Background: an optimization exercise with open tools, aiming at small area, a short achievable clock period and few clock cycles per item. Do not read the settings as production practice. Where RTL was checked, it was by simulation tests only, not by an equivalence proof against the original.

## pattern_encoder
module pattern_encoder #(
    parameter int INDEX_WIDTH = 32,
    parameter int ADDR_WIDTH  = 48,
    parameter int DATA_WIDTH  = 64
) (
    input  logic                   clk,
    input  logic                   rst,
    input  logic                   start,
    input  logic [ADDR_WIDTH-1:0]  start_addr,
    input  logic                   index_push,
    input  logic [INDEX_WIDTH-1:0] row,
    input  logic [INDEX_WIDTH-1:0] col,
    output logic                   index_stall,
    input  logic                   finish,
    output logic                   wr_req,
    input  logic                   wr_stall,
    output logic [ADDR_WIDTH-1:0]  wr_addr,
    output logic [DATA_WIDTH-1:0]  wr_data,
    output logic                   done,
    output logic [ADDR_WIDTH-1:0]  word_count
);
Size in the first run: about 3,600 cells after synthesis, ~470 flip-flops, ~32,000 um2 of cells after synthesis.
Settings: LEC_CHECK=0, CAP_MARGIN=5, CORE_MARGIN=2, CORE_UTILIZATION=60, PLACE_DENSITY=0.7, SETUP_SLACK_MARGIN=3.5, SLEW_MARGIN=5; clock period 7.0 ns.
standard.sh (not shown) runs the stock make flow with config.mk's settings and CLKGATE_MAP_FILE= SYNTH_SCRIPT=/design/flow/synth_recipe.tcl, a recipe that flattens the netlist after the stock synthesis.
==> flow/flow/run.sh <==
#!/bin/bash
export BUFFER_PORTS_ARGS="-buffer_cell sky130_fd_sc_hd__buf_2"
bash standard.sh > standard.log 2>&1
The first run ran to the end with no violations.
Testbench counts at the start, summed over its fixed seeds: cycles 16,003, items 14,352.
Then changed:
--- a/flow/flow/run.sh
+++ b/flow/flow/run.sh
@@ -2,0 +3 @@
+export SKIP_CTS_REPAIR_TIMING=1
--- a/flow/config.mk
+++ b/flow/config.mk
@@ -8 +8 @@
-export CAP_MARGIN = 5
+export CAP_MARGIN = 20
@@ -13 +13 @@
-export SLEW_MARGIN = 5
+export SLEW_MARGIN = 20
What happened: Sequential cell count stays the same. Setup slack loses 0.17 ns.


## red
pattern_encoder, a different RTL version from the one above (not shown whole).
Size in the first run: roughly 3,400 cells after synthesis, roughly 31,000 um2 of cells after synthesis.
Settings: LEC_CHECK=0, CAP_MARGIN=20, CORE_MARGIN=2, CORE_UTILIZATION=40, CTS_BUF_LIST=sky130_fd_sc_hd__clkbuf_4 sky130_fd_sc_hd__clkbuf_8, SETUP_SLACK_MARGIN=2.5, SLEW_MARGIN=20; clock period 7.0 ns.
run.sh (not shown) runs the stock make flow with config.mk's settings and CLKGATE_MAP_FILE= SYNTH_SCRIPT=/design/flow/synth_recipe.tcl, a recipe that flattens the netlist after the stock synthesis.
Stock flow here: none of the scripts above is used.
Testbench counts of red, summed over its fixed seeds: cycles 16,003, items 14,352.
Here is what was changed in the inputs of blue compared with red.
Settings: removing CTS_BUF_LIST (formerly sky130_fd_sc_hd__clkbuf_4 sky130_fd_sc_hd__clkbuf_8); removing SETUP_SLACK_MARGIN (formerly 2.5).
Results
- The flow did not stop early for blue: all stages ran, and the layout cleared the timing, DRC and antenna checks.
- Changes observed in blue relative to red: stage delay of the slowest cell on the critical path ~0 delta; hold slack has increased; layout-stage area growth over the synthesis result lower.
- Wire: blue routes less than red


== lane 1 ==
Another version of the RTL of pattern_encoder (not shown whole).
Size in the first run: about 470 flip-flops, about 280 I/O pins.
clock: 7.0 ns
lec_check: 0
cap_margin: 20
core_margin: 2
core_utilization: 40
setup_slack_margin: 4.0
slew_margin: 20
Per the final summary, lane 1 finished and its layout is clean on timing, DRC and antenna.
[inputs] lane 2 vs lane 1
Settings: removing SETUP_SLACK_MARGIN (formerly 4.0).
## What came out
Lane 2: PASS, flow complete, no timing, DRC or antenna violations. Delta (lane 2 minus lane 1): fraction of area in registers picked up an extra 5.6 points, final worst slack lost 1.08 ns. Cell count: lane 2 lower than lane 1. Relative to lane 1, total half-perimeter wirelength after legalization and detailed placement has gone up in lane 2. Delta(number of combinational gates with multiple inputs, lane 2 - lane 1) < 0.
No functional check of the RTL was part of any run of this note.


pattern_encoder again, from the RTL that the note above started with.
clock: 7.0 ns
lec_check: 0
cap_margin: 20
core_margin: 2
core_utilization: 40
cts_buf_list: sky130_fd_sc_hd__clkbuf_4 sky130_fd_sc_hd__clkbuf_8
setup_slack_margin: 2.5
slew_margin: 20
Rerun with:
CTS_BUF_LIST = unset   (was sky130_fd_sc_hd__clkbuf_4 sky130_fd_sc_hd__clkbuf_8)
SETUP_SLACK_MARGIN = 3.3   (was 2.5)
Outcome: Global-route usage is higher by 0.73 points. Synthesized area does not change. Routed wire length is higher by a few percent. Die area is unchanged. Via count is higher by a few percent. Sequential share of layout area is lower by 1.8 points. Design area is higher by a few percent. Maximum frequency is higher by a little under a tenth. Worst setup slack is better by 340 ps.
No run of this note included a check of the RTL's function; only the layout flow was run.


pattern_encoder, a different RTL version from the one above (not shown whole).
Size in the first run: roughly 2800 cells after synthesis, about 390 flip-flops, roughly 280 I/O pins.
==> flow/design.v (excerpt) <==
module pattern_encoder #(
    parameter int INDEX_WIDTH = 32,
    parameter int ADDR_WIDTH  = 48,
    parameter int DATA_WIDTH  = 64
) (
    input  logic                   clk,
    input  logic                   rst,
    input  logic                   start,
    input  logic [ADDR_WIDTH-1:0]  start_addr,
    input  logic                   index_push,
    input  logic [INDEX_WIDTH-1:0] row,
    input  logic [INDEX_WIDTH-1:0] col,
    output logic                   index_stall,
    input  logic                   finish,
    output logic                   wr_req,
    input  logic                   wr_stall,
    output logic [ADDR_WIDTH-1:0]  wr_addr,
    output logic [DATA_WIDTH-1:0]  wr_data,
    output logic                   done,
    output logic [ADDR_WIDTH-1:0]  word_count
);
    localparam int IW = INDEX_WIDTH;
    localparam int VW = IW + 1;              
    localparam int LW = 6;                   
    localparam int CW = 1 + LW + VW;         
    localparam int BW = DATA_WIDTH - 1 + CW;       
  ...
==> flow/config.mk <==
export PLATFORM = sky130hd
export DESIGN_NAME = pattern_encoder
export DESIGN_NICKNAME = pattern_encoder
export VERILOG_FILES = /design/flow/design.v
export SDC_FILE = /design/flow/constraint.sdc
export NUM_CORES = 4
export LEC_CHECK = 0
export CAP_MARGIN = 20
export CORE_MARGIN = 2
export CORE_UTILIZATION = 60
export CTS_CLUSTER_DIAMETER = 100
export CTS_CLUSTER_SIZE = 20
export PLACE_DENSITY = 0.7
export SETUP_SLACK_MARGIN = 3.5
export SLEW_MARGIN = 20
==> flow/constraint.sdc <==
create_clock -name core_clock -period 7.0 [get_ports {clk}]
set_input_delay 1.4000 -clock core_clock [delete_from_list [all_inputs] [get_ports {clk}]]
set_output_delay 1.4000 -clock core_clock [all_outputs]
set_load 0.01 [all_outputs]
standard.sh (not shown) runs the stock make flow with config.mk's settings and CLKGATE_MAP_FILE= SYNTH_SCRIPT=/design/flow/synth_recipe.tcl, a recipe that flattens the netlist after the stock synthesis.
==> flow/flow/run.sh <==
#!/bin/bash
export BUFFER_PORTS_ARGS="-buffer_cell sky130_fd_sc_hd__buf_1"
bash standard.sh > standard.log 2>&1
Testbench counts at the start, summed over its fixed seeds: cycles 17,280, items 14,352.
Next try:
==> flow/flow/run.sh (replaced) <==
#!/bin/bash
export BUFFER_PORTS_ARGS="-buffer_cell sky130_fd_sc_hd__buf_2"
bash standard.sh > standard.log 2>&1
Result: Routed wire length hardly moves. Count of clock-buffer cells in the layout fell by 1. Critical path depth rose by 2.
Next try:
Settings changed: CORE_UTILIZATION 60 to 66, PLACE_DENSITY 0.7 to 0.76.
The new run finished with timing, DRC and antenna clean.
Cell count falls slightly.
Clock skew falls by 0.024 ns.
Core utilization rises by 6.6 points.

separate check: timing with driven ports:
In the flow no input, the clock included, has a driving cell. The finished layouts below were timed again as built, in two steps. Step 1 sets driving cells, clkbuf_16 on the clock port and buf_2 on the other inputs (assumed; they add their load-dependent delay and slew). Step 2 times the ports against the registers' clock, not the clock port: input delays grow and output delays shrink by t, the midpoint of the rising clock arrivals with the driver on. Three values: ideal, step 1, step 2; two values: the first two.
run	shift t [ns]	setup WS [ns]	worst hold slack (ns)	latest minus earliest clock arrival (ns)
the first run of note 1	0.669	3.408 / 3.408 / 2.766	0.454 / 0.454 / 0.454	0.020 / 0.020
the second run of note 1	0.664	3.234 / 3.234 / 2.750	0.454 / 0.454 / 0.454	0.020 / 0.020
red	0.740	2.715 / 2.708 / 2.715	0.444 / 0.444 / 0.444	0.049 / 0.049
blue	0.661	2.392 / 2.392 / 2.392	0.472 / 0.472 / 0.472	0.024 / 0.025
lane 1	0.700	3.117 / 3.117 / 2.878	0.453 / 0.453 / 0.453	0.028 / 0.028
lane 2	0.688	2.033 / 2.033 / 1.798	0.453 / 0.453 / 0.453	0.055 / 0.055
the first run of note 4	0.754	2.626 / 2.626 / 2.057	0.454 / 0.454 / 0.454	0.061 / 0.061
the second run of note 4	0.697	2.969 / 2.969 / 2.731	0.455 / 0.455 / 0.455	0.038 / 0.038
the first run of note 5	0.641	3.473 / 3.497 / 2.856	0.456 / 0.456 / 0.456	0.022 / 0.022
the second run of note 5	0.634	3.512 / 3.517 / 2.883	0.458 / 0.458 / 0.458	0.045 / 0.044
the third run of note 5	0.635	3.510 / 3.508 / 2.873	0.458 / 0.458 / 0.458	0.025 / 0.025
After both steps every run listed still meets setup and hold. For the first run of note 1, which loses most, drivers alone change the setup slack by 0.000 ns; drivers and shift together by -0.642 ns.
